What follows belongs to an exercise in optimizing a design on an open flow for small area, a short achievable clock period and few clock cycles per item; a production flow would make more cautious choices. The RTL was checked by simulation tests, not by an equivalence proof against the original design.

== v10 ==
Design gravity_orientation_classifier_top, start of the top module:
module gravity_orientation_classifier_top
#(
  parameter int unsigned FifoDepth = 17
) (
  input  logic               clk_i,
  input  logic               rst_ni,
  input  logic               psel,
  input  logic               penable,
  input  logic               pwrite,
  input  logic        [2:0]  paddr,
  input  logic        [31:0] pwdata,
  output logic        [31:0] prdata,
  output logic               pready,
  input  logic               in_valid_i,
  output logic               in_ready_o,
  input  logic signed [15:0] gravity_x_i,
  input  logic signed [15:0] gravity_y_i,
  input  logic signed [15:0] gravity_z_i,
  input  logic        [31:0] time_ms_i,
  input  logic               is_gravity_type_i,
  output logic               out_valid_o,
  input  logic               out_ready_i,
  output logic        [2:0]  orientation_o,
  output logic signed [9:0]  angle_deg_o,
  output logic               is_flat_o
);
Size in the first run: roughly 9000 cells after synthesis, ~170 I/O pins, about 86000 sq um of cells after synthesis.
export LEC_CHECK = 0
export CAP_MARGIN = 20
export CORE_MARGIN = 2
export CORE_UTILIZATION = 40
export SETUP_SLACK_MARGIN = 5
export SLEW_MARGIN = 20
create_clock -name core_clock -period 10.0 [get_ports {clk_i}]
run.sh (not shown) runs the stock make flow with config.mk's settings and CLKGATE_MAP_FILE= SYNTH_SCRIPT=/design/flow/synth_recipe.tcl, a recipe that flattens the netlist after the stock synthesis.
Testbench counts of v10, summed over its fixed seeds: cycles 2,709, items 1,797.
What v2 does differently from v10 at the input level:
==> flow/flow/run.sh (new file) <==
#!/bin/bash
set -euo pipefail
export SETUP_SLACK_MARGIN=6.0
bash standard.sh > standard.log 2>&1
==> flow/standard.sh (new file) <==
#!/bin/bash
# synth_recipe.tcl (not shown) runs the flow's synth.tcl, then flattens the netlist and writes it again
# the make line also repeats each setting of config.mk as NAME=value (left out here)
make -C /OpenROAD-flow-scripts/flow DESIGN_CONFIG=/design/flow/config.mk WORK_HOME=/design/flow/orfs CLKGATE_MAP_FILE= SYNTH_SCRIPT=/design/flow/synth_recipe.tcl "${@:-finish}"
--- a/flow/config.mk
+++ b/flow/config.mk
@@ -10,3 +10,2 @@
 export CORE_UTILIZATION = 40
-export SETUP_SLACK_MARGIN = 5
 export SLEW_MARGIN = 20
removed: flow/run.sh
==> results.txt <==
v2 reached the end of the flow, and the finished layout is clean on the timing, DRC and antenna checks.
v2 vs. v10: total of clock buffers placed in the layout went up by 7.
Per the comparison of v2 with v10, number of cells in the design after placement held steady; share of synthesized area occupied by flip-flops and latches level; total non-filler cell area in the finished layout went up by 2.5%.
Compared with v10, in v2 number of signal-net buffers in the layout shows an increase of 108, count of buffers added by post-CTS timing repair for setup went up 69.
For v46, these inputs were changed with respect to v2:
==> flow/flow/run.sh <==
#!/bin/bash
set -euo pipefail
export SETUP_SLACK_MARGIN=6.5
bash standard.sh > standard.log 2>&1
Results
- Going from v2 to v46, horizontal die dimension level, setup slack shrank by 0.14 ns, fmax went down by 2.9%, met1 wire length +2.4%.
- v46 completed end to end with timing, DRC and antenna clean.

---

gravity_orientation_classifier_top, a different RTL version from the one above (not shown whole).
For scale: roughly 10000 cells after synthesis, ~170 I/O pins, roughly 88000 um^2 of cells after synthesis.
clock: 10.0 ns
lec_check: 0
abc_area: 1
cap_margin: 20
core_margin: 2
core_utilization: 40
cts_cluster_diameter: 100
cts_cluster_size: 30
slew_margin: 20
standard.sh (not shown) runs the stock make flow with config.mk's settings and CLKGATE_MAP_FILE= SYNTH_SCRIPT=/design/flow/synth_recipe.tcl, a recipe that flattens the netlist after the stock synthesis.
==> flow/flow/run.sh <==
#!/bin/bash
set -euo pipefail
export SETUP_SLACK_MARGIN=6.5
bash standard.sh > standard.log 2>&1
Testbench counts at the start, summed over its fixed seeds: cycles 2,703, items 1,797.
Next try:
==> flow/flow/run.sh (replaced) <==
#!/bin/bash
set -euo pipefail
export SETUP_SLACK_MARGIN=6.6
bash standard.sh > standard.log 2>&1
Effect: The new run finished clean; design area is higher slightly; routed wire length increases slightly; synthesized cell count does not change; sequential share of layout area falls by 0.16 points; worst hold slack degrades by 3.3 ps; via count climbs slightly; synthesized area is unchanged; die area does not change; flip-flop and latch count stays the same.
Next try:
==> flow/flow/run.sh (replaced) <==
#!/bin/bash
set -euo pipefail
export SETUP_SLACK_MARGIN=6.4
bash standard.sh > standard.log 2>&1
The new run passed the timing, DRC and antenna checks.
Worst hold slack gets worse by 10 ps.
Non-clock buffer count shrinks by 82.
Core utilization shrinks by 0.36 points.
Synthesized cell count is unchanged.
Sequential share of layout area rises by 0.19 points.
Cell area drops by 0.81%.
Next try:
==> flow/flow/run.sh (replaced) <==
#!/bin/bash
set -euo pipefail
export SETUP_SLACK_MARGIN=6.7
bash standard.sh > standard.log 2>&1
=> The changed run ran to the end with no violations; non-clock buffer count went up by 174; setup slack improved by 140 ps; die area is unchanged; synthesized area does not change; wire length goes up by a few percent; utilization rises by 1.0 points; sequential share of layout area drops by 0.63 points; fmax climbs by a few percent.

---

Another version of the RTL of gravity_orientation_classifier_top (not shown whole).
For scale: ~1400 flip-flops, roughly 170 I/O pins, roughly 87000 µm² of cells after synthesis.
export LEC_CHECK = 0
export ABC_AREA = 1
export CAP_MARGIN = 20
export CORE_MARGIN = 2
export CORE_UTILIZATION = 40
export CTS_CLUSTER_DIAMETER = 100
export CTS_CLUSTER_SIZE = 30
export SLEW_MARGIN = 20
create_clock -name core_clock -period 10.0 [get_ports {clk_i}]
==> flow/flow/run.sh <==
#!/bin/bash
set -euo pipefail
export SETUP_SLACK_MARGIN=6.2
bash standard.sh > standard.log 2>&1
The first run finished with timing, DRC and antenna clean.
Testbench counts at the start, summed over its fixed seeds: cycles 2,703, items 1,797.
==> next run, changes <==
==> flow/flow/run.sh (replaced) <==
#!/bin/bash
set -euo pipefail
export SETUP_SLACK_MARGIN=6.4
bash standard.sh > standard.log 2>&1
The changed run completed with no timing, DRC or antenna violations. Design area came out higher by about 1.1%. Count of clock-buffer cells in the layout came out lower by 3. Non-clock buffer count came out higher by 81. Setup slack gets better by 65 ps. Wire length came out higher by 1.0%. Hold slack gets better by 11 ps.

---

Another version of the RTL of gravity_orientation_classifier_top (not shown whole).
Size in the first run: roughly 10000 cells after synthesis, roughly 170 I/O pins, about 89000 sq um of cells after synthesis.
==> flow/config.mk <==
export PLATFORM = sky130hd
export DESIGN_NAME = gravity_orientation_classifier_top
export DESIGN_NICKNAME = gravity_orientation_classifier_top
export VERILOG_FILES = /design/flow/design.v
export SDC_FILE = /design/flow/constraint.sdc
export NUM_CORES = 4
export LEC_CHECK = 0
export ABC_AREA = 1
export CAP_MARGIN = 20
export CORE_MARGIN = 2
export CORE_UTILIZATION = 40
export CTS_CLUSTER_DIAMETER = 100
export CTS_CLUSTER_SIZE = 30
export SLEW_MARGIN = 20
==> flow/constraint.sdc <==
create_clock -name core_clock -period 10.0 [get_ports {clk_i}]
set_input_delay 2.0000 -clock core_clock [delete_from_list [all_inputs] [get_ports {clk_i}]]
set_output_delay 2.0000 -clock core_clock [all_outputs]
set_load 0.01 [all_outputs]
==> flow/flow/run.sh <==
#!/bin/bash
set -euo pipefail
export SETUP_SLACK_MARGIN=6.6
bash standard.sh > standard.log 2>&1
The first run produced a clean layout.
Testbench counts at the start, summed over its fixed seeds: cycles 2,703, items 1,797.
Change:
==> flow/flow/run.sh (replaced) <==
#!/bin/bash
set -euo pipefail
export SETUP_SLACK_MARGIN=6.4
bash standard.sh > standard.log 2>&1
After rerunning: Design area goes down by 1.8%. Final cell count drops by 0.77%. Synthesized area is unchanged. Setup slack loses 0.027 ns. Worst hold slack gains 0.0060 ns.

---

Another version of the RTL of gravity_orientation_classifier_top (not shown whole).
Size: ~89000 um^2 of cells after synthesis.
==> flow/design.v (excerpt) <==
module gravity_orientation_classifier_top
#(
  parameter int unsigned FifoDepth = 16
) (
  input  logic               clk_i,
  input  logic               rst_ni,
  input  logic               psel,
  input  logic               penable,
  input  logic               pwrite,
  input  logic        [2:0]  paddr,
  input  logic        [31:0] pwdata,
  output logic        [31:0] prdata,
  output logic               pready,
  input  logic               in_valid_i,
  output logic               in_ready_o,
  input  logic signed [15:0] gravity_x_i,
  input  logic signed [15:0] gravity_y_i,
  input  logic signed [15:0] gravity_z_i,
  input  logic        [31:0] time_ms_i,
  input  logic               is_gravity_type_i,
  output logic               out_valid_o,
  input  logic               out_ready_i,
  output logic        [2:0]  orientation_o,
  output logic signed [9:0]  angle_deg_o,
  output logic               is_flat_o
);
clock: 10.0 ns
lec_check: 0
cap_margin: 20
core_margin: 2
core_utilization: 55
slew_margin: 20
==> flow/flow/run.sh <==
#!/bin/bash
set -euo pipefail
export SETUP_SLACK_MARGIN=6.2
bash standard.sh > standard.log 2>&1
Testbench counts at the start, summed over its fixed seeds: cycles 2,703, items 1,797.
==> next run, changes <==
==> flow/flow/run.sh (replaced) <==
#!/bin/bash
set -euo pipefail
export SETUP_SLACK_MARGIN=6.4
bash standard.sh > standard.log 2>&1
--- a/flow/config.mk
+++ b/flow/config.mk
@@ -9,3 +9,3 @@
 export CORE_MARGIN = 2
-export CORE_UTILIZATION = 55
+export CORE_UTILIZATION = 40
 export SLEW_MARGIN = 20
The new run went through all stages and came out clean.
Register-to-register slack improves by 0.09 ns.
Synthesized area stays the same.
Cell count came out higher by 8.2%.
Cell area goes up by 3.1%.
Wire length rose by 2.2%.
Die area is higher by 37%.
Critical path depth came out higher by 6.
Flip-flop and latch count is unchanged.
==> next run, changes <==
==> flow/flow/run.sh (replaced) <==
#!/bin/bash
set -euo pipefail
export SETUP_SLACK_MARGIN=6.2
bash standard.sh > standard.log 2>&1
The new run ran to the end with no violations.
Sequential share of layout area rose by 0.59 points.
Clock-buffer cell count falls by 14.

---

gravity_orientation_classifier_top, a different RTL version from the one above (not shown whole).
Size: about 9200 cells after synthesis, about 1400 flip-flops, about 170 I/O pins, roughly 0.088 mm2 of cells after synthesis.
## gravity_orientation_classifier_top
module gravity_orientation_classifier_top
#(
  parameter int unsigned FifoDepth = 16
) (
  input  logic               clk_i,
  input  logic               rst_ni,
  input  logic               psel,
  input  logic               penable,
  input  logic               pwrite,
  input  logic        [2:0]  paddr,
  input  logic        [31:0] pwdata,
  output logic        [31:0] prdata,
  output logic               pready,
  input  logic               in_valid_i,
  output logic               in_ready_o,
  input  logic signed [15:0] gravity_x_i,
  input  logic signed [15:0] gravity_y_i,
  input  logic signed [15:0] gravity_z_i,
  input  logic        [31:0] time_ms_i,
  input  logic               is_gravity_type_i,
  output logic               out_valid_o,
  input  logic               out_ready_i,
  output logic        [2:0]  orientation_o,
  output logic signed [9:0]  angle_deg_o,
  output logic               is_flat_o
);
  localparam int unsigned NCell = 13;    
  localparam int unsigned CW = 5;        
  localparam int unsigned FlatStage = 4;
  function automatic logic signed [25:0] atan_sum0(input logic [4:0] s);
    atan_sum0 = (s[4] ? (s[3] ? (s[2] ? (s[1] ? (s[0] ? -26'sd6155706 : -26'sd12053946) : (s[0] ? -26'sd9637640 : -26'sd15535880)) : (s[1] ? (s[0] ? -26'sd7995464 : -26'sd13893704) : (s[0] ? -26'sd11477398 : -26'sd17375638))) : (s[2] ? (s[1] ? (s[0] ? -26'sd7089596 : -26'sd12987836) : (s[0] ? -26'sd10571530 : -26'sd16469770)) : (s[1] ? (s[0] ? -26'sd8929354 : -26'sd14827594) : (s[0] ? -26'sd12411288 : -26'sd18309528)))) : (s[3] ? (s[2] ? (s[1] ? (s[0] ? 26'sd5640774 : -26'sd257466) : (s[0] ? 26'sd2158840 : -26'sd3739400)) : (s[1] ? (s[0] ? 26'sd3801016 : -26'sd2097224) : (s[0] ? 26'sd319082 : -26'sd5579158))) : (s[2] ? (s[1] ? (s[0] ? 26'sd4706884 : -26'sd1191356) : (s[0] ? 26'sd1224950 : -26'sd4673290)) : (s[1] ? (s[0] ? 26'sd2867126 : -26'sd3031114) : (s[0] ? -26'sd614808 : -26'sd6513048)))));
  endfunction
  ...
export LEC_CHECK = 0
export CAP_MARGIN = 20
export CORE_MARGIN = 2
export CORE_UTILIZATION = 40
export CTS_CLUSTER_DIAMETER = 100
export CTS_CLUSTER_SIZE = 30
export SLEW_MARGIN = 20
create_clock -name core_clock -period 10.0 [get_ports {clk_i}]
==> flow/flow/run.sh <==
#!/bin/bash
set -euo pipefail
export SETUP_SLACK_MARGIN=6.0
bash standard.sh > standard.log 2>&1
Testbench counts at the start, summed over its fixed seeds: cycles 2,703, items 1,797.
Rerun with:
==> flow/flow/run.sh (replaced) <==
#!/bin/bash
set -euo pipefail
export SETUP_SLACK_MARGIN=6.2
bash standard.sh > standard.log 2>&1
The changed run completed with no timing, DRC or antenna violations.
Cell area is higher by 1.9%.
Clock skew is higher by 0.011 ns.

-- port drivers added, routing unchanged --
Ports are ideal in the flow. The routed layouts listed here were re-timed in OpenROAD.
Step 1 assumes that a clkbuf_16 drives the clock port and a buf_2 every other input.
Step 2, shift: input delay + t, output delay - t, t = (earliest + latest rising clock arrival at the registers) / 2. This alone moves slack from input paths to output paths.
Slacks: ideal ports / drivers / drivers and shift; pairs: ideal ports / drivers.
| run | t (ns) | setup slack, ns | worst hold slack (ns) | worst setup path at the end | worst data-port slew with drivers (ns) |
|---|---|---|---|---|---|
| v10 | 0.873 | 5.193 / 5.193 / 5.193 | 0.282 / 0.282 / 0.282 | register to register | 0.07 |
| v2 | 0.889 | 5.384 / 5.384 / 5.323 | 0.299 / 0.299 / 0.299 | input to register | 0.08 |
| v46 | 0.867 | 5.245 / 5.245 / 5.245 | 0.299 / 0.299 / 0.299 | register to register | 0.07 |
| the first run of note 2 | 0.834 | 6.530 / 6.442 / 5.732 | 0.322 / 0.322 / 0.322 | input to register | 0.08 |
| the second run of note 2 | 0.830 | 6.539 / 6.452 / 5.812 | 0.318 / 0.318 / 0.318 | input to register | 0.10 |
| the third run of note 2 | 0.809 | 6.420 / 6.334 / 5.663 | 0.308 / 0.308 / 0.308 | input to register | 0.08 |
| the fourth run of note 2 | 0.799 | 6.556 / 6.468 / 5.729 | 0.319 / 0.319 / 0.319 | input to register | 0.12 |
| the first run of note 3 | 0.795 | 6.297 / 6.197 / 5.402 | 0.317 / 0.317 / 0.317 | input to register | 0.20 |
| the second run of note 3 | 0.792 | 6.362 / 6.360 / 5.567 | 0.327 / 0.327 / 0.327 | input to register | 0.13 |
| the first run of note 4 | 0.823 | 6.525 / 6.503 / 5.827 | 0.314 / 0.314 / 0.314 | input to register | 0.09 |
| the second run of note 4 | 0.835 | 6.498 / 6.415 / 5.779 | 0.320 / 0.320 / 0.320 | input to register | 0.10 |
| the first run of note 5 | 0.873 | 6.210 / 6.207 / 5.386 | 0.321 / 0.321 / 0.321 | input to register | 0.11 |
| the second run of note 5 | 0.907 | 6.297 / 6.297 / 5.398 | 0.306 / 0.306 / 0.306 | input to register | 0.19 |
| the third run of note 5 | 0.894 | 6.238 / 6.210 / 5.370 | 0.308 / 0.308 / 0.308 | input to register | 0.26 |
| the first run of note 6 | 0.817 | 6.051 / 6.045 / 5.282 | 0.319 / 0.319 / 0.319 | input to register | 0.13 |
| the second run of note 6 | 0.802 | 6.084 / 6.084 / 5.333 | 0.326 / 0.326 / 0.326 | input to register | 0.16 |
After both steps setup and hold are still met in every run listed. For the second run of note 5, which loses most, drivers alone change the setup slack by 0.000 ns; drivers and shift together by -0.899 ns.
